From an optimization exercise on the open Yosys and OpenROAD flow, aimed at small area, a short achievable clock period and few clock cycles per item; shortcuts taken in it are not production practice.
No run shown here included a check of the RTL's function; only the layout flow was run.

## flow/design.v (module list and top-level ports; edited modules follow where they fit)
// module bfly_fin: 32 lines
// module bfly_pre: 142 lines
// module bfly_mul: 1143 lines
// module bfly_red: 590 lines
// module bfly_reg: 12 lines
// module ntt_butterfly: 58 lines
module ntt_butterfly (
  input  logic        clk,
  input  logic        rst,
  input  logic        in_valid,
  output logic        in_ready,
  input  logic        in_mode,
  input  logic [11:0] in_a,
  input  logic [11:0] in_b,
  input  logic [11:0] in_zeta,
  input  logic [7:0]  in_idx,
  output logic        out_valid,
  input  logic        out_ready,
  output logic [11:0] out_a,
  output logic [11:0] out_b,
  output logic [7:0]  out_idx,
  output logic        busy
);
  // ...
==> flow/flow/run.sh <==
#!/bin/bash
# Standard layout with four changes to how it is made:
#  - port buffers are buf_2 cells instead of the flow's default choice (a
#    slow delay buffer);
#  - timing repair aims for a 6.1 ns critical path (setup margin 7.9 ns
#    against the 14 ns clock);
#  - the clock tree is built from clkbuf_8 cells;
#  - after the standard synthesis, invopt4.py picks the polarity of the
#    adder cells (a full adder is self-dual; a half adder is rebuilt as an
#    XOR/XNOR and an AND-type gate when that helps) and of gates that have a
#    complementary twin (AND/NAND, AOI/AO, ...) to drop the inverters Yosys
#    leaves between them; the netlist keeps the same function, registers
#    and ports.
set -euo pipefail
ARGS=("BUFFER_PORTS_ARGS=-buffer_cell sky130_fd_sc_hd__buf_2" SETUP_SLACK_MARGIN=7.9 "CTS_BUF_LIST=sky130_fd_sc_hd__clkbuf_8")
R=$PWD/orfs/results/$FLOW_PLATFORM/ntt_butterfly/base
bash standard.sh "${ARGS[@]}" synth > synth.log 2>&1
cp $R/1_2_yosys.v 1_2_yosys_standard.v
python3 flow/invopt4.py 1_2_yosys_standard.v $R/1_2_yosys.v > invopt.log 2>&1
rm -f $R/1_synth.odb $R/1_synth.sdc
bash standard.sh "${ARGS[@]}" finish > standard.log 2>&1
==> flow/standard.sh <==
#!/bin/bash
# synth_recipe.tcl (not shown) runs the flow's synth.tcl, then flattens the netlist and writes it again
# the make line also repeats each setting of config.mk as NAME=value (left out here)
make -C /OpenROAD-flow-scripts/flow DESIGN_CONFIG=/design/flow/config.mk WORK_HOME=/design/flow/orfs CLKGATE_MAP_FILE= SYNTH_SCRIPT=/design/flow/synth_recipe.tcl "${@:-finish}"
==> flow/config.mk <==
export PLATFORM = sky130hd
export DESIGN_NAME = ntt_butterfly
export DESIGN_NICKNAME = ntt_butterfly
export VERILOG_FILES = /design/flow/design.v
export SDC_FILE = /design/flow/constraint.sdc
export NUM_CORES = 4
export LEC_CHECK = 0
export CAP_MARGIN = 20
export CORE_MARGIN = 2
export CORE_UTILIZATION = 40
export SLEW_MARGIN = 20
==> flow/constraint.sdc <==
create_clock -name core_clock -period 14.0 [get_ports {clk}]
set_input_delay 2.8000 -clock core_clock [delete_from_list [all_inputs] [get_ports {clk}]]
set_output_delay 2.8000 -clock core_clock [all_outputs]
set_load 0.01 [all_outputs]
Not shown: flow/flow/invopt4.py
==> flow_summary.toml, run 1 <==
[setup_path]
crit_slowest_cell = "fa_1"
cp_top_family = "adder cells"
path_class = "reg2reg"
critPathLaunchType = "register"
cp_max_fo = 4

[route]
wl_per_cell_um = 15.4
met3WireLength_um = 938
detail-route-antenna-nets = 0

[logic_synthesis]
synth_area_um2 = 13700

[sta]
rsz0062_at_grt = "true"
setup_ws_ns = 8.02
setup_violations = 0
tns_ns = 0

[global_route]
grt_pass1_vias = 9809
antenna_found_initial = 0

[floorplan]
io_pins = 84
fp-row-count = 67
fp.dieW_um = 189

[run_status]
status = "complete, no violations"

[clock_tree]
cts_tree = "built"
cts_resized = 14
holdBufCountCts = 0
max-clock-path-buffers = 2
path_clk_slew_ns = 0.09

[final_layout]
final_net_count = 1668
final_common_cell = "nand2_1"
largest_registers = "u_r1.q: 47 flops, u_r2.q: 47 flops, u_r3.q: 35 flops"
seq_area_um2 = 3950

[hold_path]
min_from = "u_r2.q[1]"
==> module bfly_red, before the edit <==
module bfly_red (
  input  logic        mode,
  input  logic [12:0] xa,
  input  logic [24:0] p,
  output logic [13:0] sa,
  output logic [12:0] sb
);
  logic r_1;
  logic r_2;
  logic r_3;
  logic r_4;
  logic r_5;
  logic r_6;
  logic r_7;
  logic r_8;
  logic r_9;
  logic r_10;
  logic r_11;
  logic r_12;
  logic r_13;
  logic r_14;
  logic r_15;
  logic r_16;
  logic r_17;
  logic r_18;
  logic r_19;
  logic r_20;
  logic r_21;
  logic r_22;
  logic r_23;
  logic r_24;
  logic r_25;
  logic r_26;
  logic r_27;
  logic r_28;
  logic r_29;
  logic r_30;
  logic r_31;
  logic r_32;
  logic r_33;
  logic r_34;
  logic r_35;
  logic r_36;
  logic r_37;
  logic r_38;
  logic r_39;
  logic r_40;
  logic r_41;
  logic r_42;
  logic r_43;
  logic [12:0] u;
  logic ct;
  logic r_46;
  logic r_47;
  logic r_48;
  logic r_49;
  logic r_50;
  logic r_51;
  logic r_52;
  logic r_53;
  logic r_54;
  logic r_55;
  logic r_56;
  logic r_57;
  logic r_58;
  logic r_59;
  logic r_60;
  logic r_61;
  logic r_62;
  logic r_63;
  logic r_64;
  logic r_65;
  logic r_66;
  logic r_67;
  logic r_68;
  logic r_69;
  logic r_70;
  logic r_71;
  logic r_72;
  logic r_73;
  logic r_74;
  logic r_75;
  logic r_76;
  logic r_77;
  logic r_78;
  logic r_79;
  logic r_80;
  logic r_81;
  logic r_82;
  logic r_83;
  logic r_84;
  logic r_85;
  logic r_86;
  logic r_87;
  logic r_88;
  logic r_89;
  logic r_90;
  logic r_91;
  logic r_92;
  logic r_93;
  logic r_94;
  logic r_95;
  logic r_96;
  logic r_97;
  logic r_98;
  logic r_99;
  logic r_100;
  logic r_101;
  logic r_102;
  logic r_103;
  logic r_104;
  logic r_105;
  logic r_106;
  logic r_107;
  logic r_108;
  logic r_109;
  logic r_110;
  logic r_111;
  logic r_112;
  logic r_113;
  logic r_114;
  logic r_115;
  logic r_116;
  logic r_117;
  logic r_118;
  logic r_119;
  logic r_120;
  logic r_121;
  logic r_122;
  logic r_123;
  logic r_124;
  logic r_125;
  logic r_126;
  logic r_127;
  logic r_128;
  logic r_129;
  logic r_130;
  logic r_131;
  logic r_132;
  logic r_133;
  logic r_134;
  logic r_135;
  logic r_136;
  logic r_137;
  logic r_138;
  logic r_139;
  logic r_140;
  logic r_141;
  logic r_142;
  logic r_143;
  logic r_144;
  logic r_145;
  logic r_146;
  logic r_147;
  logic r_148;
  logic r_149;
  logic r_150;
  logic r_151;
  logic r_152;
  logic r_153;
  logic r_154;
  logic r_155;
  logic r_156;
  logic r_157;
  logic [13:0] r_158;
  logic r_159;
  logic r_160;
  logic r_161;
  logic r_162;
  logic r_163;
  logic r_164;
  logic r_165;
  logic r_166;
  logic r_167;
  logic r_168;
  logic r_169;
  logic r_170;
  logic r_171;
  logic r_172;
  logic r_173;
  logic r_174;
  logic r_175;
  logic r_176;
  logic r_177;
  logic r_178;
  logic r_179;
  logic r_180;
  logic r_181;
  logic r_182;
  logic r_183;
  logic r_184;
  logic r_185;
  logic r_186;
  logic r_187;
  logic r_188;
  logic r_189;
  logic r_190;
  logic r_191;
  logic r_192;
  logic r_193;
  logic r_194;
  logic r_195;
  logic r_196;
  logic r_197;
  logic r_198;
  logic r_199;
  logic r_200;
  logic r_201;
  logic r_202;
  logic r_203;
  logic r_204;
  logic r_205;
  logic r_206;
  logic r_207;
  logic r_208;
  logic r_209;
  logic r_210;
  logic r_211;
  logic r_212;
  logic r_213;
  logic r_214;
  logic r_215;
  logic r_216;
  logic r_217;
  logic r_218;
  logic r_219;
  logic r_220;
  logic r_221;
  logic r_222;
  logic r_223;
  logic r_224;
  logic r_225;
  logic r_226;
  logic r_227;
  logic r_228;
  logic r_229;
  logic r_230;
  logic r_231;
  logic r_232;
  logic r_233;
  logic r_234;
  logic r_235;
  logic r_236;
  logic r_237;
  logic r_238;
  logic r_239;
  logic r_240;
  logic r_241;
  logic r_242;
  logic r_243;
  logic r_244;
  logic r_245;
  logic r_246;
  logic r_247;
  logic r_248;
  logic r_249;
  logic r_250;
  logic r_251;
  logic r_252;
  logic r_253;
  logic r_254;
  logic r_255;
  logic r_256;
  logic r_257;
  logic r_258;
  logic r_259;
  logic r_260;
  logic r_261;
  logic r_262;
  logic r_263;
  logic r_264;
  logic r_265;
  logic r_266;
  logic r_267;
  logic r_268;
  logic r_269;
  logic r_270;
  logic r_271;
  logic r_272;
  logic r_273;
  logic r_274;
  logic r_275;
  logic r_276;
  logic r_277;
  logic r_278;
  logic r_279;
  logic r_280;
  logic r_281;
  logic r_282;
  logic r_283;
  logic r_284;
  logic r_285;
  logic r_286;
  logic r_287;
  logic r_288;
  logic r_289;
  logic [12:0] r_290;
  assign r_1 = ~p[8];
  assign r_2 = ~p[9];
  assign r_3 = ~p[10];
  assign r_4 = ~p[11];
  assign r_5 = ~p[12];
  assign r_6 = ~p[13];
  assign r_7 = ~p[14];
  assign r_8 = ~p[15];
  assign r_9 = p[3] ^ p[1];
  assign r_10 = p[3] & p[1];
  assign r_11 = p[4] ^ p[2] ^ p[1];
  assign r_12 = (p[4] & p[2]) | (p[1] & (p[4] ^ p[2]));
  assign r_13 = p[5] ^ p[3] ^ p[2];
  assign r_14 = (p[5] & p[3]) | (p[2] & (p[5] ^ p[3]));
  assign r_15 = p[6] ^ p[4] ^ p[3];
  assign r_16 = (p[6] & p[4]) | (p[3] & (p[6] ^ p[4]));
  assign r_17 = p[7] ^ p[5] ^ p[4];
  assign r_18 = (p[7] & p[5]) | (p[4] & (p[7] ^ p[5]));
  assign r_19 = p[6] ^ p[5];
  assign r_20 = p[6] & p[5];
  assign r_21 = p[7] ^ p[6];
  assign r_22 = p[7] & p[6];
  assign r_23 = ~p[0];
  assign r_24 = p[1] ^ r_2;
  assign r_25 = p[1] & r_2;
  assign r_26 = p[2] ^ p[0] ^ r_3;
  assign r_27 = (p[2] & p[0]) | (r_3 & (p[2] ^ p[0]));
  assign r_28 = p[0] ^ r_4 ^ r_9;
  assign r_29 = (p[0] & r_4) | (r_9 & (p[0] ^ r_4));
  assign r_30 = r_5 ^ r_10 ^ r_11;
  assign r_31 = (r_5 & r_10) | (r_11 & (r_5 ^ r_10));
  assign r_32 = r_6 ^ r_12 ^ r_13;
  assign r_33 = (r_6 & r_12) | (r_13 & (r_6 ^ r_12));
  assign r_34 = r_7 ^ r_14 ^ r_15;
  assign r_35 = (r_7 & r_14) | (r_15 & (r_7 ^ r_14));
  assign r_36 = r_8 ^ r_16 ^ r_17;
  assign r_37 = (r_8 & r_16) | (r_17 & (r_8 ^ r_16));
  assign r_38 = ~(r_19 ^ r_18);
  assign r_39 = r_19 | r_18;
  assign r_40 = ~(r_20 ^ r_21);
  assign r_41 = r_20 | r_21;
  assign r_42 = ~(p[7] ^ r_22);
  assign r_43 = p[7] | r_22;
  assign u = {1'b1, 1'b1, r_41, r_39, r_37, r_35, r_33, r_31, r_29, r_27, r_25, p[0], r_1} + {1'b0, r_43, r_42, r_40, r_38, r_36, r_34, r_32, r_30, r_28, r_26, r_24, r_23};
  assign ct = ~mode;
  assign r_46 = u[0] & ct;
  assign r_47 = u[1] & ct;
  assign r_48 = u[2] & ct;
  assign r_49 = u[3] & ct;
  assign r_50 = u[4] & ct;
  assign r_51 = u[5] & ct;
  assign r_52 = u[6] & ct;
  assign r_53 = u[7] & ct;
  assign r_54 = u[8] & ct;
  assign r_55 = u[9] & ct;
  assign r_56 = u[10] & ct;
  assign r_57 = u[11] & ct;
  assign r_58 = u[12] & ct;
  assign r_59 = p[16] & ct;
  assign r_60 = p[17] & ct;
  assign r_61 = p[18] & ct;
  assign r_62 = p[19] & ct;
  assign r_63 = p[20] & ct;
  assign r_64 = p[21] & ct;
  assign r_65 = p[22] & ct;
  assign r_66 = p[23] & ct;
  assign r_67 = p[24] & ct;
  assign r_68 = ~r_54;
  assign r_69 = ~r_55;
  assign r_70 = ~r_56;
  assign r_71 = ~r_57;
  assign r_72 = xa[4] ^ r_63;
  assign r_73 = xa[4] & r_63;
  assign r_74 = xa[5] ^ r_64;
  assign r_75 = xa[5] & r_64;
  assign r_76 = xa[6] ^ r_65;
  assign r_77 = xa[6] & r_65;
  assign r_78 = xa[7] ^ r_66;
  assign r_79 = xa[7] & r_66;
  assign r_80 = xa[0] ^ r_59;
  assign r_81 = xa[0] & r_59;
  assign r_82 = xa[1] ^ r_60;
  assign r_83 = xa[1] & r_60;
  assign r_84 = xa[2] ^ r_61 ^ r_48;
  assign r_85 = (xa[2] & r_61) | (r_48 & (xa[2] ^ r_61));
  assign r_86 = xa[3] ^ r_62 ^ r_49;
  assign r_87 = (xa[3] & r_62) | (r_49 & (xa[3] ^ r_62));
  assign r_88 = r_47 ^ r_46;
  assign r_89 = r_47 & r_46;
  assign r_90 = ~(r_72 ^ r_50);
  assign r_91 = r_72 | r_50;
  assign r_92 = r_48 ^ r_47 ^ r_58;
  assign r_93 = (r_48 & r_47) | (r_58 & (r_48 ^ r_47));
  assign r_94 = ~(r_73 ^ r_74);
  assign r_95 = r_73 | r_74;
  assign r_96 = r_51 ^ r_49 ^ r_48;
  assign r_97 = (r_51 & r_49) | (r_48 & (r_51 ^ r_49));
  assign r_98 = ~(r_75 ^ r_76);
  assign r_99 = r_75 | r_76;
  assign r_100 = r_52 ^ r_50 ^ r_49;
  assign r_101 = (r_52 & r_50) | (r_49 & (r_52 ^ r_50));
  assign r_102 = ~(r_77 ^ r_78);
  assign r_103 = r_77 | r_78;
  assign r_104 = r_53 ^ r_51 ^ r_50;
  assign r_105 = (r_53 & r_51) | (r_50 & (r_53 ^ r_51));
  assign r_106 = ~(xa[8] ^ r_67);
  assign r_107 = xa[8] | r_67;
  assign r_108 = r_79 ^ r_52 ^ r_51;
  assign r_109 = (r_79 & r_52) | (r_51 & (r_79 ^ r_52));
  assign r_110 = ~(xa[9] ^ r_53);
  assign r_111 = xa[9] | r_53;
  assign r_112 = ~r_80;
  assign r_113 = r_81 ^ r_82 ^ r_47;
  assign r_114 = (r_81 & r_82) | (r_47 & (r_81 ^ r_82));
  assign r_115 = r_83 ^ r_46 ^ r_70;
  assign r_116 = (r_83 & r_46) | (r_70 & (r_83 ^ r_46));
  assign r_117 = r_71 ^ r_88 ^ r_85;
  assign r_118 = (r_71 & r_88) | (r_85 & (r_71 ^ r_88));
  assign r_119 = r_89 ^ r_87 ^ r_90;
  assign r_120 = (r_89 & r_87) | (r_90 & (r_89 ^ r_87));
  assign r_121 = r_94 ^ r_91 ^ r_93;
  assign r_122 = (r_94 & r_91) | (r_93 & (r_94 ^ r_91));
  assign r_123 = r_95 ^ r_98 ^ r_97;
  assign r_124 = (r_95 & r_98) | (r_97 & (r_95 ^ r_98));
  assign r_125 = r_99 ^ r_102 ^ r_101;
  assign r_126 = (r_99 & r_102) | (r_101 & (r_99 ^ r_102));
  assign r_127 = r_106 ^ r_103 ^ r_105;
  assign r_128 = (r_106 & r_103) | (r_105 & (r_106 ^ r_103));
  assign r_129 = r_107 ^ r_52 ^ r_109;
  assign r_130 = (r_107 & r_52) | (r_109 & (r_107 ^ r_52));
  assign r_131 = ~(xa[10] ^ r_53);
  assign r_132 = xa[10] | r_53;
  assign r_133 = r_112 ^ r_46;
  assign r_134 = r_112 & r_46;
  assign r_135 = r_80 ^ r_69 ^ r_113;
  assign r_136 = (r_80 & r_69) | (r_113 & (r_80 ^ r_69));
  assign r_137 = r_84 ^ r_114 ^ r_115;
  assign r_138 = (r_84 & r_114) | (r_115 & (r_84 ^ r_114));
  assign r_139 = r_86 ^ r_116 ^ r_117;
  assign r_140 = (r_86 & r_116) | (r_117 & (r_86 ^ r_116));
  assign r_141 = r_92 ^ r_118 ^ r_119;
  assign r_142 = (r_92 & r_118) | (r_119 & (r_92 ^ r_118));
  assign r_143 = r_96 ^ r_120 ^ r_121;
  assign r_144 = (r_96 & r_120) | (r_121 & (r_96 ^ r_120));
  assign r_145 = r_100 ^ r_122 ^ r_123;
  assign r_146 = (r_100 & r_122) | (r_123 & (r_100 ^ r_122));
  assign r_147 = r_104 ^ r_124 ^ r_125;
  assign r_148 = (r_104 & r_124) | (r_125 & (r_104 ^ r_124));
  assign r_149 = r_108 ^ r_126 ^ r_127;
  assign r_150 = (r_108 & r_126) | (r_127 & (r_108 ^ r_126));
  assign r_151 = r_110 ^ r_128 ^ r_129;
  assign r_152 = (r_110 & r_128) | (r_129 & (r_110 ^ r_128));
  assign r_153 = r_111 ^ r_131 ^ r_130;
  assign r_154 = (r_111 & r_131) | (r_130 & (r_111 ^ r_131));
  assign r_155 = ~(xa[11] ^ r_132);
  assign r_156 = xa[11] | r_132;
  assign r_157 = ~xa[12];
  assign r_158 = {1'b1, r_156, r_154, r_152, r_150, r_148, r_146, r_144, r_142, r_140, r_138, r_136, r_134, r_68} + {xa[12], r_157, r_155, r_153, r_151, r_149, r_147, r_145, r_143, r_141, r_139, r_137, r_135, r_133};
  assign sa = r_158;
  assign r_159 = xa[0] & ct;
  assign r_160 = xa[1] & ct;
  assign r_161 = xa[2] & ct;
  assign r_162 = xa[3] & ct;
  assign r_163 = xa[4] & ct;
  assign r_164 = xa[5] & ct;
  assign r_165 = xa[6] & ct;
  assign r_166 = xa[7] & ct;
  assign r_167 = xa[8] & ct;
  assign r_168 = xa[9] & ct;
  assign r_169 = xa[10] & ct;
  assign r_170 = xa[11] & ct;
  assign r_171 = xa[12] & ct;
  assign r_172 = ~u[0];
  assign r_173 = ~u[1];
  assign r_174 = ~u[2];
  assign r_175 = ~u[3];
  assign r_176 = ~u[4];
  assign r_177 = ~u[5];
  assign r_178 = ~u[6];
  assign r_179 = ~u[7];
  assign r_180 = ~u[0];
  assign r_181 = ~u[1];
  assign r_182 = ~u[2];
  assign r_183 = ~u[3];
  assign r_184 = ~u[4];
  assign r_185 = ~u[5];
  assign r_186 = ~u[6];
  assign r_187 = ~u[7];
  assign r_188 = ~u[0];
  assign r_189 = ~u[1];
  assign r_190 = ~u[2];
  assign r_191 = ~u[3];
  assign r_192 = ~u[4];
  assign r_193 = ~u[5];
  assign r_194 = ~u[6];
  assign r_195 = ~u[7];
  assign r_196 = ~u[12];
  assign r_197 = ~p[16];
  assign r_198 = ~p[17];
  assign r_199 = ~p[18];
  assign r_200 = ~p[19];
  assign r_201 = ~p[20];
  assign r_202 = ~p[21];
  assign r_203 = ~p[22];
  assign r_204 = ~p[23];
  assign r_205 = ~p[24];
  assign r_206 = ~r_162;
  assign r_207 = ~(r_163 ^ r_201);
  assign r_208 = r_163 | r_201;
  assign r_209 = ~r_164;
  assign r_210 = ~r_165;
  assign r_211 = ~r_166;
  assign r_212 = ~r_160;
  assign r_213 = ~(r_161 ^ r_199);
  assign r_214 = r_161 | r_199;
  assign r_215 = u[10] ^ r_174;
  assign r_216 = u[10] & r_174;
  assign r_217 = r_200 ^ r_206 ^ u[11];
  assign r_218 = (r_200 & r_206) | (u[11] & (r_200 ^ r_206));
  assign r_219 = r_175 ^ r_181 ^ r_188;
  assign r_220 = (r_175 & r_181) | (r_188 & (r_175 ^ r_181));
  assign r_221 = r_162 ^ r_207 ^ r_176;
  assign r_222 = (r_162 & r_207) | (r_176 & (r_162 ^ r_207));
  assign r_223 = r_182 ^ r_189 ^ r_196;
  assign r_224 = (r_182 & r_189) | (r_196 & (r_182 ^ r_189));
  assign r_225 = r_202 ^ r_209 ^ r_208;
  assign r_226 = (r_202 & r_209) | (r_208 & (r_202 ^ r_209));
  assign r_227 = r_177 ^ r_183 ^ r_190;
  assign r_228 = (r_177 & r_183) | (r_190 & (r_177 ^ r_183));
  assign r_229 = r_203 ^ r_164 ^ r_210;
  assign r_230 = (r_203 & r_164) | (r_210 & (r_203 ^ r_164));
  assign r_231 = r_178 ^ r_184 ^ r_191;
  assign r_232 = (r_178 & r_184) | (r_191 & (r_178 ^ r_184));
  assign r_233 = r_204 ^ r_165 ^ r_211;
  assign r_234 = (r_204 & r_165) | (r_211 & (r_204 ^ r_165));
  assign r_235 = r_179 ^ r_185 ^ r_192;
  assign r_236 = (r_179 & r_185) | (r_192 & (r_179 ^ r_185));
  assign r_237 = r_167 ^ r_205 ^ r_166;
  assign r_238 = (r_167 & r_205) | (r_166 & (r_167 ^ r_205));
  assign r_239 = r_186 ^ r_193;
  assign r_240 = r_186 & r_193;
  assign r_241 = r_168 ^ r_187;
  assign r_242 = r_168 & r_187;
  assign r_243 = r_159 ^ r_197;
  assign r_244 = r_159 & r_197;
  assign r_245 = r_198 ^ r_212 ^ u[9];
  assign r_246 = (r_198 & r_212) | (u[9] & (r_198 ^ r_212));
  assign r_247 = r_160 ^ r_213 ^ r_180;
  assign r_248 = (r_160 & r_213) | (r_180 & (r_160 ^ r_213));
  assign r_249 = r_214 ^ r_217 ^ r_216;
  assign r_250 = (r_214 & r_217) | (r_216 & (r_214 ^ r_217));
  assign r_251 = r_218 ^ r_220 ^ r_221;
  assign r_252 = (r_218 & r_220) | (r_221 & (r_218 ^ r_220));
  assign r_253 = r_225 ^ r_222 ^ r_224;
  assign r_254 = (r_225 & r_222) | (r_224 & (r_225 ^ r_222));
  assign r_255 = r_229 ^ r_226 ^ r_228;
  assign r_256 = (r_229 & r_226) | (r_228 & (r_229 ^ r_226));
  assign r_257 = r_230 ^ r_233 ^ r_232;
  assign r_258 = (r_230 & r_233) | (r_232 & (r_230 ^ r_233));
  assign r_259 = r_234 ^ r_237 ^ r_239;
  assign r_260 = (r_234 & r_237) | (r_239 & (r_234 ^ r_237));
  assign r_261 = r_238 ^ r_194 ^ r_240;
  assign r_262 = (r_238 & r_194) | (r_240 & (r_238 ^ r_194));
  assign r_263 = r_169 ^ r_195;
  assign r_264 = r_169 & r_195;
  assign r_265 = r_243 ^ u[8];
  assign r_266 = r_243 & u[8];
  assign r_267 = r_244 ^ r_173 ^ r_245;
  assign r_268 = (r_244 & r_173) | (r_245 & (r_244 ^ r_173));
  assign r_269 = r_246 ^ r_215 ^ r_247;
  assign r_270 = (r_246 & r_215) | (r_247 & (r_246 ^ r_215));
  assign r_271 = r_219 ^ r_248 ^ r_249;
  assign r_272 = (r_219 & r_248) | (r_249 & (r_219 ^ r_248));
  assign r_273 = r_223 ^ r_250 ^ r_251;
  assign r_274 = (r_223 & r_250) | (r_251 & (r_223 ^ r_250));
  assign r_275 = r_227 ^ r_252 ^ r_253;
  assign r_276 = (r_227 & r_252) | (r_253 & (r_227 ^ r_252));
  assign r_277 = r_231 ^ r_254 ^ r_255;
  assign r_278 = (r_231 & r_254) | (r_255 & (r_231 ^ r_254));
  assign r_279 = r_235 ^ r_256 ^ r_257;
  assign r_280 = (r_235 & r_256) | (r_257 & (r_235 ^ r_256));
  assign r_281 = r_236 ^ r_259 ^ r_258;
  assign r_282 = (r_236 & r_259) | (r_258 & (r_236 ^ r_259));
  assign r_283 = r_241 ^ r_260 ^ r_261;
  assign r_284 = (r_241 & r_260) | (r_261 & (r_241 ^ r_260));
  assign r_285 = r_242 ^ r_263 ^ r_262;
  assign r_286 = (r_242 & r_263) | (r_262 & (r_242 ^ r_263));
  assign r_287 = r_170 ^ r_264;
  assign r_288 = r_170 & r_264;
  assign r_289 = ~r_171;
  assign r_290 = {r_288, r_286, r_284, r_282, r_280, r_278, r_276, r_274, r_272, r_270, r_268, r_266, r_172} + {r_289, r_287, r_285, r_283, r_281, r_279, r_277, r_275, r_273, r_271, r_269, r_267, r_265};
  assign sb = r_290;
endmodule
==> inputs of run 2 (changes only) <==
--- a/flow/design.v
+++ b/flow/design.v
@@ -1360,13 +1360,13 @@
   logic r_36;
   logic r_37;
   logic r_38;
-  logic r_39;
-  logic r_40;
+  logic [8:0] r_39;
+  logic ct;
   logic r_41;
   logic r_42;
   logic r_43;
-  logic [12:0] u;
-  logic ct;
+  logic r_44;
+  logic r_45;
   logic r_46;
   logic r_47;
   logic r_48;
@@ -1478,8 +1478,8 @@
   logic r_154;
   logic r_155;
   logic r_156;
-  logic r_157;
-  logic [13:0] r_158;
+  logic [13:0] r_157;
+  logic r_158;
   logic r_159;
   logic r_160;
   logic r_161;
@@ -1630,279 +1630,279 @@
   assign r_16 = (p[6] & p[4]) | (p[3] & (p[6] ^ p[4]));
   assign r_17 = p[7] ^ p[5] ^ p[4];
   assign r_18 = (p[7] & p[5]) | (p[4] & (p[7] ^ p[5]));
-  assign r_19 = p[6] ^ p[5];
-  assign r_20 = p[6] & p[5];
-  assign r_21 = p[7] ^ p[6];
-  assign r_22 = p[7] & p[6];
-  assign r_23 = ~p[0];
-  assign r_24 = p[1] ^ r_2;
-  assign r_25 = p[1] & r_2;
-  assign r_26 = p[2] ^ p[0] ^ r_3;
-  assign r_27 = (p[2] & p[0]) | (r_3 & (p[2] ^ p[0]));
-  assign r_28 = p[0] ^ r_4 ^ r_9;
-  assign r_29 = (p[0] & r_4) | (r_9 & (p[0] ^ r_4));
-  assign r_30 = r_5 ^ r_10 ^ r_11;
-  assign r_31 = (r_5 & r_10) | (r_11 & (r_5 ^ r_10));
-  assign r_32 = r_6 ^ r_12 ^ r_13;
-  assign r_33 = (r_6 & r_12) | (r_13 & (r_6 ^ r_12));
-  assign r_34 = r_7 ^ r_14 ^ r_15;
-  assign r_35 = (r_7 & r_14) | (r_15 & (r_7 ^ r_14));
-  assign r_36 = r_8 ^ r_16 ^ r_17;
-  assign r_37 = (r_8 & r_16) | (r_17 & (r_8 ^ r_16));
-  assign r_38 = ~(r_19 ^ r_18);
-  assign r_39 = r_19 | r_18;
-  assign r_40 = ~(r_20 ^ r_21);
-  assign r_41 = r_20 | r_21;
-  assign r_42 = ~(p[7] ^ r_22);
-  assign r_43 = p[7] | r_22;
-  assign u = {1'b1, 1'b1, r_41, r_39, r_37, r_35, r_33, r_31, r_29, r_27, r_25, p[0], r_1} + {1'b0, r_43, r_42, r_40, r_38, r_36, r_34, r_32, r_30, r_28, r_26, r_24, r_23};
+  assign r_19 = p[0] ^ r_1;
+  assign r_20 = p[0] & r_1;
+  assign r_21 = p[1] ^ r_2;
+  assign r_22 = p[1] & r_2;
+  assign r_23 = p[2] ^ p[0] ^ r_3;
+  assign r_24 = (p[2] & p[0]) | (r_3 & (p[2] ^ p[0]));
+  assign r_25 = p[0] ^ r_4 ^ r_9;
+  assign r_26 = (p[0] & r_4) | (r_9 & (p[0] ^ r_4));
+  assign r_27 = r_5 ^ r_10 ^ r_11;
+  assign r_28 = (r_5 & r_10) | (r_11 & (r_5 ^ r_10));
+  assign r_29 = r_6 ^ r_12 ^ r_13;
+  assign r_30 = (r_6 & r_12) | (r_13 & (r_6 ^ r_12));
+  assign r_31 = r_7 ^ r_14 ^ r_15;
+  assign r_32 = (r_7 & r_14) | (r_15 & (r_7 ^ r_14));
+  assign r_33 = r_8 ^ r_16 ^ r_17;
+  assign r_34 = (r_8 & r_16) | (r_17 & (r_8 ^ r_16));
+  assign r_35 = p[6] ^ p[5] ^ r_18;
+  assign r_36 = (p[6] & p[5]) | (r_18 & (p[6] ^ p[5]));
+  assign r_37 = p[7] ^ p[6];
+  assign r_38 = p[7] & p[6];
+  assign r_39 = {1'b0, r_32, r_30, r_28, r_26, r_24, r_22, r_20, r_19} + {1'b0, r_33, r_31, r_29, r_27, r_25, r_23, r_21, 1'b1};
   assign ct = ~mode;
-  assign r_46 = u[0] & ct;
-  assign r_47 = u[1] & ct;
-  assign r_48 = u[2] & ct;
-  assign r_49 = u[3] & ct;
-  assign r_50 = u[4] & ct;
-  assign r_51 = u[5] & ct;
-  assign r_52 = u[6] & ct;
-  assign r_53 = u[7] & ct;
-  assign r_54 = u[8] & ct;
-  assign r_55 = u[9] & ct;
-  assign r_56 = u[10] & ct;
-  assign r_57 = u[11] & ct;
-  assign r_58 = u[12] & ct;
-  assign r_59 = p[16] & ct;
-  assign r_60 = p[17] & ct;
-  assign r_61 = p[18] & ct;
-  assign r_62 = p[19] & ct;
-  assign r_63 = p[20] & ct;
-  assign r_64 = p[21] & ct;
-  assign r_65 = p[22] & ct;
-  assign r_66 = p[23] & ct;
-  assign r_67 = p[24] & ct;
-  assign r_68 = ~r_54;
-  assign r_69 = ~r_55;
-  assign r_70 = ~r_56;
-  assign r_71 = ~r_57;
-  assign r_72 = xa[4] ^ r_63;
-  assign r_73 = xa[4] & r_63;
-  assign r_74 = xa[5] ^ r_64;
-  assign r_75 = xa[5] & r_64;
-  assign r_76 = xa[6] ^ r_65;
-  assign r_77 = xa[6] & r_65;
-  assign r_78 = xa[7] ^ r_66;
-  assign r_79 = xa[7] & r_66;
-  assign r_80 = xa[0] ^ r_59;
-  assign r_81 = xa[0] & r_59;
-  assign r_82 = xa[1] ^ r_60;
-  assign r_83 = xa[1] & r_60;
-  assign r_84 = xa[2] ^ r_61 ^ r_48;
-  assign r_85 = (xa[2] & r_61) | (r_48 & (xa[2] ^ r_61));
-  assign r_86 = xa[3] ^ r_62 ^ r_49;
-  assign r_87 = (xa[3] & r_62) | (r_49 & (xa[3] ^ r_62));
-  assign r_88 = r_47 ^ r_46;
-  assign r_89 = r_47 & r_46;
-  assign r_90 = ~(r_72 ^ r_50);
-  assign r_91 = r_72 | r_50;
-  assign r_92 = r_48 ^ r_47 ^ r_58;
-  assign r_93 = (r_48 & r_47) | (r_58 & (r_48 ^ r_47));
-  assign r_94 = ~(r_73 ^ r_74);
-  assign r_95 = r_73 | r_74;
-  assign r_96 = r_51 ^ r_49 ^ r_48;
-  assign r_97 = (r_51 & r_49) | (r_48 & (r_51 ^ r_49));
-  assign r_98 = ~(r_75 ^ r_76);
-  assign r_99 = r_75 | r_76;
-  assign r_100 = r_52 ^ r_50 ^ r_49;
-  assign r_101 = (r_52 & r_50) | (r_49 & (r_52 ^ r_50));
-  assign r_102 = ~(r_77 ^ r_78);
-  assign r_103 = r_77 | r_78;
-  assign r_104 = r_53 ^ r_51 ^ r_50;
-  assign r_105 = (r_53 & r_51) | (r_50 & (r_53 ^ r_51));
-  assign r_106 = ~(xa[8] ^ r_67);
-  assign r_107 = xa[8] | r_67;
-  assign r_108 = r_79 ^ r_52 ^ r_51;
-  assign r_109 = (r_79 & r_52) | (r_51 & (r_79 ^ r_52));
-  assign r_110 = ~(xa[9] ^ r_53);
-  assign r_111 = xa[9] | r_53;
-  assign r_112 = ~r_80;
-  assign r_113 = r_81 ^ r_82 ^ r_47;
-  assign r_114 = (r_81 & r_82) | (r_47 & (r_81 ^ r_82));
-  assign r_115 = r_83 ^ r_46 ^ r_70;
-  assign r_116 = (r_83 & r_46) | (r_70 & (r_83 ^ r_46));
-  assign r_117 = r_71 ^ r_88 ^ r_85;
-  assign r_118 = (r_71 & r_88) | (r_85 & (r_71 ^ r_88));
-  assign r_119 = r_89 ^ r_87 ^ r_90;
-  assign r_120 = (r_89 & r_87) | (r_90 & (r_89 ^ r_87));
-  assign r_121 = r_94 ^ r_91 ^ r_93;
-  assign r_122 = (r_94 & r_91) | (r_93 & (r_94 ^ r_91));
-  assign r_123 = r_95 ^ r_98 ^ r_97;
-  assign r_124 = (r_95 & r_98) | (r_97 & (r_95 ^ r_98));
-  assign r_125 = r_99 ^ r_102 ^ r_101;
-  assign r_126 = (r_99 & r_102) | (r_101 & (r_99 ^ r_102));
-  assign r_127 = r_106 ^ r_103 ^ r_105;
-  assign r_128 = (r_106 & r_103) | (r_105 & (r_106 ^ r_103));
-  assign r_129 = r_107 ^ r_52 ^ r_109;
-  assign r_130 = (r_107 & r_52) | (r_109 & (r_107 ^ r_52));
-  assign r_131 = ~(xa[10] ^ r_53);
-  assign r_132 = xa[10] | r_53;
-  assign r_133 = r_112 ^ r_46;
-  assign r_134 = r_112 & r_46;
-  assign r_135 = r_80 ^ r_69 ^ r_113;
-  assign r_136 = (r_80 & r_69) | (r_113 & (r_80 ^ r_69));
-  assign r_137 = r_84 ^ r_114 ^ r_115;
-  assign r_138 = (r_84 & r_114) | (r_115 & (r_84 ^ r_114));
-  assign r_139 = r_86 ^ r_116 ^ r_117;
-  assign r_140 = (r_86 & r_116) | (r_117 & (r_86 ^ r_116));
-  assign r_141 = r_92 ^ r_118 ^ r_119;
-  assign r_142 = (r_92 & r_118) | (r_119 & (r_92 ^ r_118));
-  assign r_143 = r_96 ^ r_120 ^ r_121;
-  assign r_144 = (r_96 & r_120) | (r_121 & (r_96 ^ r_120));
-  assign r_145 = r_100 ^ r_122 ^ r_123;
-  assign r_146 = (r_100 & r_122) | (r_123 & (r_100 ^ r_122));
-  assign r_147 = r_104 ^ r_124 ^ r_125;
-  assign r_148 = (r_104 & r_124) | (r_125 & (r_104 ^ r_124));
-  assign r_149 = r_108 ^ r_126 ^ r_127;
-  assign r_150 = (r_108 & r_126) | (r_127 & (r_108 ^ r_126));
-  assign r_151 = r_110 ^ r_128 ^ r_129;
-  assign r_152 = (r_110 & r_128) | (r_129 & (r_110 ^ r_128));
-  assign r_153 = r_111 ^ r_131 ^ r_130;
-  assign r_154 = (r_111 & r_131) | (r_130 & (r_111 ^ r_131));
-  assign r_155 = ~(xa[11] ^ r_132);
-  assign r_156 = xa[11] | r_132;
-  assign r_157 = ~xa[12];
-  assign r_158 = {1'b1, r_156, r_154, r_152, r_150, r_148, r_146, r_144, r_142, r_140, r_138, r_136, r_134, r_68} + {xa[12], r_157, r_155, r_153, r_151, r_149, r_147, r_145, r_143, r_141, r_139, r_137, r_135, r_133};
-  assign sa = r_158;
-  assign r_159 = xa[0] & ct;
-  assign r_160 = xa[1] & ct;
-  assign r_161 = xa[2] & ct;
-  assign r_162 = xa[3] & ct;
-  assign r_163 = xa[4] & ct;
-  assign r_164 = xa[5] & ct;
-  assign r_165 = xa[6] & ct;
-  assign r_166 = xa[7] & ct;
-  assign r_167 = xa[8] & ct;
-  assign r_168 = xa[9] & ct;
-  assign r_169 = xa[10] & ct;
-  assign r_170 = xa[11] & ct;
-  assign r_171 = xa[12] & ct;
-  assign r_172 = ~u[0];
-  assign r_173 = ~u[1];
-  assign r_174 = ~u[2];
-  assign r_175 = ~u[3];
-  assign r_176 = ~u[4];
-  assign r_177 = ~u[5];
-  assign r_178 = ~u[6];
-  assign r_179 = ~u[7];
-  assign r_180 = ~u[0];
-  assign r_181 = ~u[1];
-  assign r_182 = ~u[2];
-  assign r_183 = ~u[3];
-  assign r_184 = ~u[4];
-  assign r_185 = ~u[5];
-  assign r_186 = ~u[6];
-  assign r_187 = ~u[7];
-  assign r_188 = ~u[0];
-  assign r_189 = ~u[1];
-  assign r_190 = ~u[2];
-  assign r_191 = ~u[3];
-  assign r_192 = ~u[4];
-  assign r_193 = ~u[5];
-  assign r_194 = ~u[6];
-  assign r_195 = ~u[7];
-  assign r_196 = ~u[12];
-  assign r_197 = ~p[16];
-  assign r_198 = ~p[17];
-  assign r_199 = ~p[18];
-  assign r_200 = ~p[19];
-  assign r_201 = ~p[20];
-  assign r_202 = ~p[21];
-  assign r_203 = ~p[22];
-  assign r_204 = ~p[23];
-  assign r_205 = ~p[24];
-  assign r_206 = ~r_162;
-  assign r_207 = ~(r_163 ^ r_201);
-  assign r_208 = r_163 | r_201;
-  assign r_209 = ~r_164;
-  assign r_210 = ~r_165;
-  assign r_211 = ~r_166;
-  assign r_212 = ~r_160;
-  assign r_213 = ~(r_161 ^ r_199);
-  assign r_214 = r_161 | r_199;
-  assign r_215 = u[10] ^ r_174;
-  assign r_216 = u[10] & r_174;
-  assign r_217 = r_200 ^ r_206 ^ u[11];
-  assign r_218 = (r_200 & r_206) | (u[11] & (r_200 ^ r_206));
-  assign r_219 = r_175 ^ r_181 ^ r_188;
-  assign r_220 = (r_175 & r_181) | (r_188 & (r_175 ^ r_181));
-  assign r_221 = r_162 ^ r_207 ^ r_176;
-  assign r_222 = (r_162 & r_207) | (r_176 & (r_162 ^ r_207));
-  assign r_223 = r_182 ^ r_189 ^ r_196;
-  assign r_224 = (r_182 & r_189) | (r_196 & (r_182 ^ r_189));
-  assign r_225 = r_202 ^ r_209 ^ r_208;
-  assign r_226 = (r_202 & r_209) | (r_208 & (r_202 ^ r_209));
-  assign r_227 = r_177 ^ r_183 ^ r_190;
-  assign r_228 = (r_177 & r_183) | (r_190 & (r_177 ^ r_183));
-  assign r_229 = r_203 ^ r_164 ^ r_210;
-  assign r_230 = (r_203 & r_164) | (r_210 & (r_203 ^ r_164));
-  assign r_231 = r_178 ^ r_184 ^ r_191;
-  assign r_232 = (r_178 & r_184) | (r_191 & (r_178 ^ r_184));
-  assign r_233 = r_204 ^ r_165 ^ r_211;
-  assign r_234 = (r_204 & r_165) | (r_211 & (r_204 ^ r_165));
-  assign r_235 = r_179 ^ r_185 ^ r_192;
-  assign r_236 = (r_179 & r_185) | (r_192 & (r_179 ^ r_185));
-  assign r_237 = r_167 ^ r_205 ^ r_166;
-  assign r_238 = (r_167 & r_205) | (r_166 & (r_167 ^ r_205));
-  assign r_239 = r_186 ^ r_193;
-  assign r_240 = r_186 & r_193;
-  assign r_241 = r_168 ^ r_187;
-  assign r_242 = r_168 & r_187;
-  assign r_243 = r_159 ^ r_197;
-  assign r_244 = r_159 & r_197;
-  assign r_245 = r_198 ^ r_212 ^ u[9];
-  assign r_246 = (r_198 & r_212) | (u[9] & (r_198 ^ r_212));
-  assign r_247 = r_160 ^ r_213 ^ r_180;
-  assign r_248 = (r_160 & r_213) | (r_180 & (r_160 ^ r_213));
-  assign r_249 = r_214 ^ r_217 ^ r_216;
-  assign r_250 = (r_214 & r_217) | (r_216 & (r_214 ^ r_217));
-  assign r_251 = r_218 ^ r_220 ^ r_221;
-  assign r_252 = (r_218 & r_220) | (r_221 & (r_218 ^ r_220));
-  assign r_253 = r_225 ^ r_222 ^ r_224;
-  assign r_254 = (r_225 & r_222) | (r_224 & (r_225 ^ r_222));
-  assign r_255 = r_229 ^ r_226 ^ r_228;
-  assign r_256 = (r_229 & r_226) | (r_228 & (r_229 ^ r_226));
-  assign r_257 = r_230 ^ r_233 ^ r_232;
-  assign r_258 = (r_230 & r_233) | (r_232 & (r_230 ^ r_233));
-  assign r_259 = r_234 ^ r_237 ^ r_239;
-  assign r_260 = (r_234 & r_237) | (r_239 & (r_234 ^ r_237));
-  assign r_261 = r_238 ^ r_194 ^ r_240;
-  assign r_262 = (r_238 & r_194) | (r_240 & (r_238 ^ r_194));
-  assign r_263 = r_169 ^ r_195;
-  assign r_264 = r_169 & r_195;
-  assign r_265 = r_243 ^ u[8];
-  assign r_266 = r_243 & u[8];
-  assign r_267 = r_244 ^ r_173 ^ r_245;
-  assign r_268 = (r_244 & r_173) | (r_245 & (r_244 ^ r_173));
-  assign r_269 = r_246 ^ r_215 ^ r_247;
-  assign r_270 = (r_246 & r_215) | (r_247 & (r_246 ^ r_215));
-  assign r_271 = r_219 ^ r_248 ^ r_249;
-  assign r_272 = (r_219 & r_248) | (r_249 & (r_219 ^ r_248));
+  assign r_41 = r_39[0] & ct;
+  assign r_42 = r_39[1] & ct;
+  assign r_43 = r_39[2] & ct;
+  assign r_44 = r_39[3] & ct;
+  assign r_45 = r_39[4] & ct;
+  assign r_46 = r_39[5] & ct;
+  assign r_47 = r_39[6] & ct;
+  assign r_48 = r_39[7] & ct;
+  assign r_49 = r_34 & ct;
+  assign r_50 = r_36 & ct;
+  assign r_51 = p[7] & ct;
+  assign r_52 = r_35 & ct;
+  assign r_53 = r_37 & ct;
+  assign r_54 = r_38 & ct;
+  assign r_55 = r_39[8] & ct;
+  assign r_56 = p[16] & ct;
+  assign r_57 = p[17] & ct;
+  assign r_58 = p[18] & ct;
+  assign r_59 = p[19] & ct;
+  assign r_60 = p[20] & ct;
+  assign r_61 = p[21] & ct;
+  assign r_62 = p[22] & ct;
+  assign r_63 = p[23] & ct;
+  assign r_64 = p[24] & ct;
+  assign r_65 = ~r_49;
+  assign r_66 = ~r_50;
+  assign r_67 = ~r_51;
+  assign r_68 = ~r_52;
+  assign r_69 = ~r_53;
+  assign r_70 = ~r_54;
+  assign r_71 = ~r_55;
+  assign r_72 = xa[0] ^ r_56 ^ ct;
+  assign r_73 = (xa[0] & r_56) | (ct & (xa[0] ^ r_56));
+  assign r_74 = ~(r_72 ^ r_65);
+  assign r_75 = r_72 | r_65;
+  assign r_76 = xa[1] ^ r_57 ^ r_73;
+  assign r_77 = (xa[1] & r_57) | (r_73 & (xa[1] ^ r_57));
+  assign r_78 = r_66 ^ r_69;
+  assign r_79 = r_66 & r_69;
+  assign r_80 = xa[2] ^ r_58 ^ r_67;
+  assign r_81 = (xa[2] & r_58) | (r_67 & (xa[2] ^ r_58));
+  assign r_82 = r_70 ^ r_43 ^ r_41;
+  assign r_83 = (r_70 & r_43) | (r_41 & (r_70 ^ r_43));
+  assign r_84 = xa[3] ^ r_59 ^ r_44;
+  assign r_85 = (xa[3] & r_59) | (r_44 & (xa[3] ^ r_59));
+  assign r_86 = r_42 ^ r_41;
+  assign r_87 = r_42 & r_41;
+  assign r_88 = ~(xa[4] ^ r_60);
+  assign r_89 = xa[4] | r_60;
+  assign r_90 = r_45 ^ r_43 ^ r_42;
+  assign r_91 = (r_45 & r_43) | (r_42 & (r_45 ^ r_43));
+  assign r_92 = ~(xa[5] ^ r_61);
+  assign r_93 = xa[5] | r_61;
+  assign r_94 = r_46 ^ r_44 ^ r_43;
+  assign r_95 = (r_46 & r_44) | (r_43 & (r_46 ^ r_44));
+  assign r_96 = ~(xa[6] ^ r_62);
+  assign r_97 = xa[6] | r_62;
+  assign r_98 = r_47 ^ r_45 ^ r_44;
+  assign r_99 = (r_47 & r_45) | (r_44 & (r_47 ^ r_45));
+  assign r_100 = ~(xa[7] ^ r_63);
+  assign r_101 = xa[7] | r_63;
+  assign r_102 = r_48 ^ r_46 ^ r_45;
+  assign r_103 = (r_48 & r_46) | (r_45 & (r_48 ^ r_46));
+  assign r_104 = ~(xa[8] ^ r_64);
+  assign r_105 = xa[8] | r_64;
+  assign r_106 = r_47 ^ r_46;
+  assign r_107 = r_47 & r_46;
+  assign r_108 = ~(xa[9] ^ r_48);
+  assign r_109 = xa[9] | r_48;
+  assign r_110 = r_68 ^ r_41;
+  assign r_111 = r_68 & r_41;
+  assign r_112 = r_76 ^ r_42 ^ r_78;
+  assign r_113 = (r_76 & r_42) | (r_78 & (r_76 ^ r_42));
+  assign r_114 = r_77 ^ r_79 ^ r_80;
+  assign r_115 = (r_77 & r_79) | (r_80 & (r_77 ^ r_79));
+  assign r_116 = r_81 ^ r_86 ^ r_83;
+  assign r_117 = (r_81 & r_86) | (r_83 & (r_81 ^ r_86));
+  assign r_118 = r_88 ^ r_87 ^ r_85;
+  assign r_119 = (r_88 & r_87) | (r_85 & (r_88 ^ r_87));
+  assign r_120 = r_89 ^ r_92 ^ r_91;
+  assign r_121 = (r_89 & r_92) | (r_91 & (r_89 ^ r_92));
+  assign r_122 = r_93 ^ r_96 ^ r_95;
+  assign r_123 = (r_93 & r_96) | (r_95 & (r_93 ^ r_96));
+  assign r_124 = r_97 ^ r_100 ^ r_99;
+  assign r_125 = (r_97 & r_100) | (r_99 & (r_97 ^ r_100));
+  assign r_126 = r_101 ^ r_104 ^ r_106;
+  assign r_127 = (r_101 & r_104) | (r_106 & (r_101 ^ r_104));
+  assign r_128 = r_105 ^ r_47 ^ r_107;
+  assign r_129 = (r_105 & r_47) | (r_107 & (r_105 ^ r_47));
+  assign r_130 = ~(xa[10] ^ r_48);
+  assign r_131 = xa[10] | r_48;
+  assign r_132 = r_71 ^ r_74;
+  assign r_133 = r_71 & r_74;
+  assign r_134 = r_75 ^ r_111 ^ r_112;
+  assign r_135 = (r_75 & r_111) | (r_112 & (r_75 ^ r_111));
+  assign r_136 = r_82 ^ r_113 ^ r_114;
+  assign r_137 = (r_82 & r_113) | (r_114 & (r_82 ^ r_113));
+  assign r_138 = r_84 ^ r_115 ^ r_116;
+  assign r_139 = (r_84 & r_115) | (r_116 & (r_84 ^ r_115));
+  assign r_140 = r_90 ^ r_117 ^ r_118;
+  assign r_141 = (r_90 & r_117) | (r_118 & (r_90 ^ r_117));
+  assign r_142 = r_94 ^ r_119 ^ r_120;
+  assign r_143 = (r_94 & r_119) | (r_120 & (r_94 ^ r_119));
+  assign r_144 = r_98 ^ r_121 ^ r_122;
+  assign r_145 = (r_98 & r_121) | (r_122 & (r_98 ^ r_121));
+  assign r_146 = r_102 ^ r_123 ^ r_124;
+  assign r_147 = (r_102 & r_123) | (r_124 & (r_102 ^ r_123));
+  assign r_148 = r_103 ^ r_126 ^ r_125;
+  assign r_149 = (r_103 & r_126) | (r_125 & (r_103 ^ r_126));
+  assign r_150 = r_108 ^ r_127 ^ r_128;
+  assign r_151 = (r_108 & r_127) | (r_128 & (r_108 ^ r_127));
+  assign r_152 = r_109 ^ r_130 ^ r_129;
+  assign r_153 = (r_109 & r_130) | (r_129 & (r_109 ^ r_130));
+  assign r_154 = ~(xa[11] ^ r_131);
+  assign r_155 = xa[11] | r_131;
+  assign r_156 = ~xa[12];
+  assign r_157 = {1'b1, r_155, r_153, r_151, r_149, r_147, r_145, r_143, r_141, r_139, r_137, r_135, r_133, r_110} + {xa[12], r_156, r_154, r_152, r_150, r_148, r_146, r_144, r_142, r_140, r_138, r_136, r_134, r_132};
+  assign sa = r_157;
+  assign r_158 = xa[0] & ct;
+  assign r_159 = xa[1] & ct;
+  assign r_160 = xa[2] & ct;
+  assign r_161 = xa[3] & ct;
+  assign r_162 = xa[4] & ct;
+  assign r_163 = xa[5] & ct;
+  assign r_164 = xa[6] & ct;
+  assign r_165 = xa[7] & ct;
+  assign r_166 = xa[8] & ct;
+  assign r_167 = xa[9] & ct;
+  assign r_168 = xa[10] & ct;
+  assign r_169 = xa[11] & ct;
+  assign r_170 = xa[12] & ct;
+  assign r_171 = ~r_39[0];
+  assign r_172 = ~r_39[1];
+  assign r_173 = ~r_39[2];
+  assign r_174 = ~r_39[3];
+  assign r_175 = ~r_39[4];
+  assign r_176 = ~r_39[5];
+  assign r_177 = ~r_39[6];
+  assign r_178 = ~r_39[7];
+  assign r_179 = ~r_39[0];
+  assign r_180 = ~r_39[1];
+  assign r_181 = ~r_39[2];
+  assign r_182 = ~r_39[3];
+  assign r_183 = ~r_39[4];
+  assign r_184 = ~r_39[5];
+  assign r_185 = ~r_39[6];
+  assign r_186 = ~r_39[7];
+  assign r_187 = ~r_39[0];
+  assign r_188 = ~r_39[1];
+  assign r_189 = ~r_39[2];
+  assign r_190 = ~r_39[3];
+  assign r_191 = ~r_39[4];
+  assign r_192 = ~r_39[5];
+  assign r_193 = ~r_39[6];
+  assign r_194 = ~r_39[7];
+  assign r_195 = ~p[16];
+  assign r_196 = ~p[17];
+  assign r_197 = ~p[18];
+  assign r_198 = ~p[19];
+  assign r_199 = ~p[20];
+  assign r_200 = ~p[21];
+  assign r_201 = ~p[22];
+  assign r_202 = ~p[23];
+  assign r_203 = ~p[24];
+  assign r_204 = ~r_158;
+  assign r_205 = ~r_160;
+  assign r_206 = ~r_161;
+  assign r_207 = r_195 ^ r_204 ^ r_34;
+  assign r_208 = (r_195 & r_204) | (r_34 & (r_195 ^ r_204));
+  assign r_209 = r_159 ^ r_196 ^ r_158;
+  assign r_210 = (r_159 & r_196) | (r_158 & (r_159 ^ r_196));
+  assign r_211 = r_36 ^ r_37;
+  assign r_212 = r_36 & r_37;
+  assign r_213 = r_197 ^ r_205 ^ p[7];
+  assign r_214 = (r_197 & r_205) | (p[7] & (r_197 ^ r_205));
+  assign r_215 = r_38 ^ r_173 ^ r_179;
+  assign r_216 = (r_38 & r_173) | (r_179 & (r_38 ^ r_173));
+  assign r_217 = r_198 ^ r_160 ^ r_206;
+  assign r_218 = (r_198 & r_160) | (r_206 & (r_198 ^ r_160));
+  assign r_219 = r_174 ^ r_180 ^ r_187;
+  assign r_220 = (r_174 & r_180) | (r_187 & (r_174 ^ r_180));
+  assign r_221 = r_162 ^ r_199 ^ r_161;
+  assign r_222 = (r_162 & r_199) | (r_161 & (r_162 ^ r_199));
+  assign r_223 = r_175 ^ r_181 ^ r_188;
+  assign r_224 = (r_175 & r_181) | (r_188 & (r_175 ^ r_181));
+  assign r_225 = r_163 ^ r_200 ^ r_176;
+  assign r_226 = (r_163 & r_200) | (r_176 & (r_163 ^ r_200));
+  assign r_227 = r_182 ^ r_189;
+  assign r_228 = r_182 & r_189;
+  assign r_229 = r_164 ^ r_201 ^ r_177;
+  assign r_230 = (r_164 & r_201) | (r_177 & (r_164 ^ r_201));
+  assign r_231 = r_183 ^ r_190;
+  assign r_232 = r_183 & r_190;
+  assign r_233 = r_165 ^ r_202 ^ r_178;
+  assign r_234 = (r_165 & r_202) | (r_178 & (r_165 ^ r_202));
+  assign r_235 = r_184 ^ r_191;
+  assign r_236 = r_184 & r_191;
+  assign r_237 = ~(r_166 ^ r_203);
+  assign r_238 = r_166 | r_203;
+  assign r_239 = r_185 ^ r_192;
+  assign r_240 = r_185 & r_192;
+  assign r_241 = r_167 ^ r_186;
+  assign r_242 = r_167 & r_186;
+  assign r_243 = r_35 ^ r_39[8];
+  assign r_244 = r_35 & r_39[8];
+  assign r_245 = r_209 ^ r_211 ^ r_208;
+  assign r_246 = (r_209 & r_211) | (r_208 & (r_209 ^ r_211));
+  assign r_247 = r_210 ^ r_212 ^ r_213;
+  assign r_248 = (r_210 & r_212) | (r_213 & (r_210 ^ r_212));
+  assign r_249 = r_217 ^ r_214 ^ r_216;
+  assign r_250 = (r_217 & r_214) | (r_216 & (r_217 ^ r_214));
+  assign r_251 = r_218 ^ r_221 ^ r_220;
+  assign r_252 = (r_218 & r_221) | (r_220 & (r_218 ^ r_221));
+  assign r_253 = r_222 ^ r_227 ^ r_224;
+  assign r_254 = (r_222 & r_227) | (r_224 & (r_222 ^ r_227));
+  assign r_255 = r_228 ^ r_231 ^ r_226;
+  assign r_256 = (r_228 & r_231) | (r_226 & (r_228 ^ r_231));
+  assign r_257 = r_232 ^ r_235 ^ r_230;
+  assign r_258 = (r_232 & r_235) | (r_230 & (r_232 ^ r_235));
+  assign r_259 = r_237 ^ r_236 ^ r_239;
+  assign r_260 = (r_237 & r_236) | (r_239 & (r_237 ^ r_236));
+  assign r_261 = r_238 ^ r_193 ^ r_240;
+  assign r_262 = (r_238 & r_193) | (r_240 & (r_238 ^ r_193));
+  assign r_263 = r_168 ^ r_194;
+  assign r_264 = r_168 & r_194;
+  assign r_265 = r_207 ^ r_171;
+  assign r_266 = r_207 & r_171;
+  assign r_267 = r_172 ^ r_244 ^ r_245;
+  assign r_268 = (r_172 & r_244) | (r_245 & (r_172 ^ r_244));
+  assign r_269 = r_246 ^ r_247 ^ r_215;
+  assign r_270 = (r_246 & r_247) | (r_215 & (r_246 ^ r_247));
+  assign r_271 = r_248 ^ r_219 ^ r_249;
+  assign r_272 = (r_248 & r_219) | (r_249 & (r_248 ^ r_219));
   assign r_273 = r_223 ^ r_250 ^ r_251;
   assign r_274 = (r_223 & r_250) | (r_251 & (r_223 ^ r_250));
-  assign r_275 = r_227 ^ r_252 ^ r_253;
-  assign r_276 = (r_227 & r_252) | (r_253 & (r_227 ^ r_252));
-  assign r_277 = r_231 ^ r_254 ^ r_255;
-  assign r_278 = (r_231 & r_254) | (r_255 & (r_231 ^ r_254));
-  assign r_279 = r_235 ^ r_256 ^ r_257;
-  assign r_280 = (r_235 & r_256) | (r_257 & (r_235 ^ r_256));
-  assign r_281 = r_236 ^ r_259 ^ r_258;
-  assign r_282 = (r_236 & r_259) | (r_258 & (r_236 ^ r_259));
+  assign r_275 = r_225 ^ r_252 ^ r_253;
+  assign r_276 = (r_225 & r_252) | (r_253 & (r_225 ^ r_252));
+  assign r_277 = r_229 ^ r_254 ^ r_255;
+  assign r_278 = (r_229 & r_254) | (r_255 & (r_229 ^ r_254));
+  assign r_279 = r_233 ^ r_256 ^ r_257;
+  assign r_280 = (r_233 & r_256) | (r_257 & (r_233 ^ r_256));
+  assign r_281 = r_234 ^ r_259 ^ r_258;
+  assign r_282 = (r_234 & r_259) | (r_258 & (r_234 ^ r_259));
   assign r_283 = r_241 ^ r_260 ^ r_261;
   assign r_284 = (r_241 & r_260) | (r_261 & (r_241 ^ r_260));
   assign r_285 = r_242 ^ r_263 ^ r_262;
   assign r_286 = (r_242 & r_263) | (r_262 & (r_242 ^ r_263));
-  assign r_287 = r_170 ^ r_264;
-  assign r_288 = r_170 & r_264;
-  assign r_289 = ~r_171;
-  assign r_290 = {r_288, r_286, r_284, r_282, r_280, r_278, r_276, r_274, r_272, r_270, r_268, r_266, r_172} + {r_289, r_287, r_285, r_283, r_281, r_279, r_277, r_275, r_273, r_271, r_269, r_267, r_265};
+  assign r_287 = r_169 ^ r_264;
+  assign r_288 = r_169 & r_264;
+  assign r_289 = ~r_170;
+  assign r_290 = {r_288, r_286, r_284, r_282, r_280, r_278, r_276, r_274, r_272, r_270, r_268, r_266, r_243} + {r_289, r_287, r_285, r_283, r_281, r_279, r_277, r_275, r_273, r_271, r_269, r_267, r_265};
   assign sb = r_290;
 endmodule
 module bfly_reg #(
==> flow_summary.toml, run 2 <==
[sta]
min_period_over_period_pct = 42.5
tns_ns = 0
max-slew-margin-rel_pct = 31.8
rsz0062_at_grt = "false"
fin_crit_ns = 5.95
worst_pin_slew_ns = 1.02
fmax_mhz = 168
setup_violations = 0
skew_ns = 0.0134
drv_slew = 0
finalHoldViolCount = 0

[setup_path]
path_class = "in2out"
critPathLaunchType = "input pin"
cp.required_ns = 11.20
cp_max_fo = 2
cp_top_family = "buffers and inverters"
worst_path_largest_cell_delay_ns = 0.13
cp-end-kind = "primary output"
crit_buf_inv = 2
crit_slowest_cell = "buf_2"
crit_chain = "buf_2 > nor2_1 > nor2_1 > buf_2"
worstPathArrival_ns = 3.15

[final_layout]
seq_area_um2 = 3950
largest_registers = "u_r1.q: 47 flops, u_r2.q: 47 flops, u_r3.q: 35 flops"
final_net_count = 1640
drive_above_1_share_pct = 10.9
fillers = 3180
multiInputGateArea_um2 = 9260
area_growth_pct = 10.1
final_cell_mix = "nand2_1 (216), fa_1 (187), edfxtp_1 (129)"
fin_area_um2 = 14900
antenna-diode-count = 0
final_common_cell = "nand2_1"

[job]
cap_viol_max_count = 0

[clock_tree]
clk_latency_ns = 0.47
cts_tree = "built"
clkSinkCount = 133
holdBufCountCts = 0
cts_buffers = 17
cts_root_buf = "clkbuf_8"
max-clock-path-buffers = 2
cts_max_level = 4
path_clk_slew_ns = 0.10

[logic_synthesis]
synthesis.instances = 1264
synth.avg_cell_area_um2 = 10.7
synth_area_um2 = 13500
syn_nets = 1571
ys.warnings.count = 4

[route]
wl_per_cell_um = 15.1
via_count = 9081
drcViolationCount = 0
detail-route-antenna-nets = 0
drt_iter0_drc = 522
wl_um = 27200
viasPerCell = 5.06
drt-pass1-iter-count = 5

[floorplan]
fp-row-count = 67
die-area_um2 = 35300
core-area_um2 = 33400
io_pins = 84
start_util_pct = 40.4
die_h_um = 188
fp.dieW_um = 188

[place]
io_buffers = 83
placed_area_um2 = 14400
hpwlAfterDp_um = 22000
globalplace.congestion = 0.871

[global_route]
grt.overflow.total = 0
grt_use_total_pct = 16.4
grt_first_pass_wirelength_um = 46800
antenna_found_initial = 0
grt_pass1_vias = 9652
grt_max_degree = 86

[hold_path]
hp-class = "reg2reg"

[run_status]
status = "complete, no violations"
[run 2: final timing paths]
check                           slack (ns)  cells past startpoint  startpoint    endpoint
worst min register to register        0.42                      0  u_r1.q[39]  u_r2.q[39]
worst max register to register        8.24                     18   u_r2.q[9]  u_r3.q[33]
worst min-delay path                  0.42                      0  u_r1.q[39]  u_r2.q[39]
worst max-delay path                  8.05                      4   out_ready    in_ready
[run 2: area by class of cell]
type / instances / share of cell area (%)
Clock buffer: 17 / 1.57
Clock inverter: 15 / 1.18
Inverter: 62 / 1.58
Multi-Input combinational cell: 1030 / 62.2
Sequential cell: 133 / 26.6
Tap cell: 448 / 3.77
Timing Repair Buffer: 89 / 3.16
[run 2: metal layers]
metal	vias to the layer above	wire length (µm)	global-route usage (%)
met1	4492	12500	21.2
met2	163	13300	28.5
met3	39	888	2.62
li1	4387	-	-
met5	-	0	0
met4	0	449	4.94
[run 2: what timing repair did]
action                                  4_1_cts  5_1_grt
endpoints found under the setup margin        2       11
setup buffers                                 0        5
gates resized for setup                       1       12
pin swaps                                     0        2
[run 2: through the flow]
stage / worst slack (ns) / utilization, % / cells / hold slack [ns]
6_report: 8.05 / 44.5 / 1794 / 0.424
5_1_grt: 7.90 / 44.5 / 1794 / 0.433
2_1_floorplan: 7.84 / - / 1264 / 0.400
3_5_place_dp: 7.32 / 43.0 / 1757 / 0.405
3_3_place_gp: 7.36 / 43.0 / 1757 / 0.401
4_1_cts: 8.00 / 44.2 / 1789 / 0.424

afterwards: timing with drivers on the ports:
No port has a modelled driver above. Below, the same layouts with a new extraction and two added sets of constraints. Step 1 sets driving cells, clkbuf_16 on the clock port and buf_2 on the other inputs (assumed; they add their load-dependent delay and slew). Step 2 also shifts input and output timing later by t, the mid clock arrival at the registers, as if the neighbouring blocks saw the same clock. Three values: no drivers, after step 1, after step 2; two values: the first two.
| run | t, ns | slack for setup (ns) | worst setup path after step 2 |
|---|---|---|---|
| run 1 | 0.498 | 8.021 / 8.021 / 7.541 | input to register |
| run 2 | 0.506 | 8.048 / 8.028 / 7.566 | input to register |
After both steps setup and hold are still met in every run listed. For run 2, which loses most, drivers alone change the setup slack by -0.020 ns; drivers and shift together by -0.482 ns.
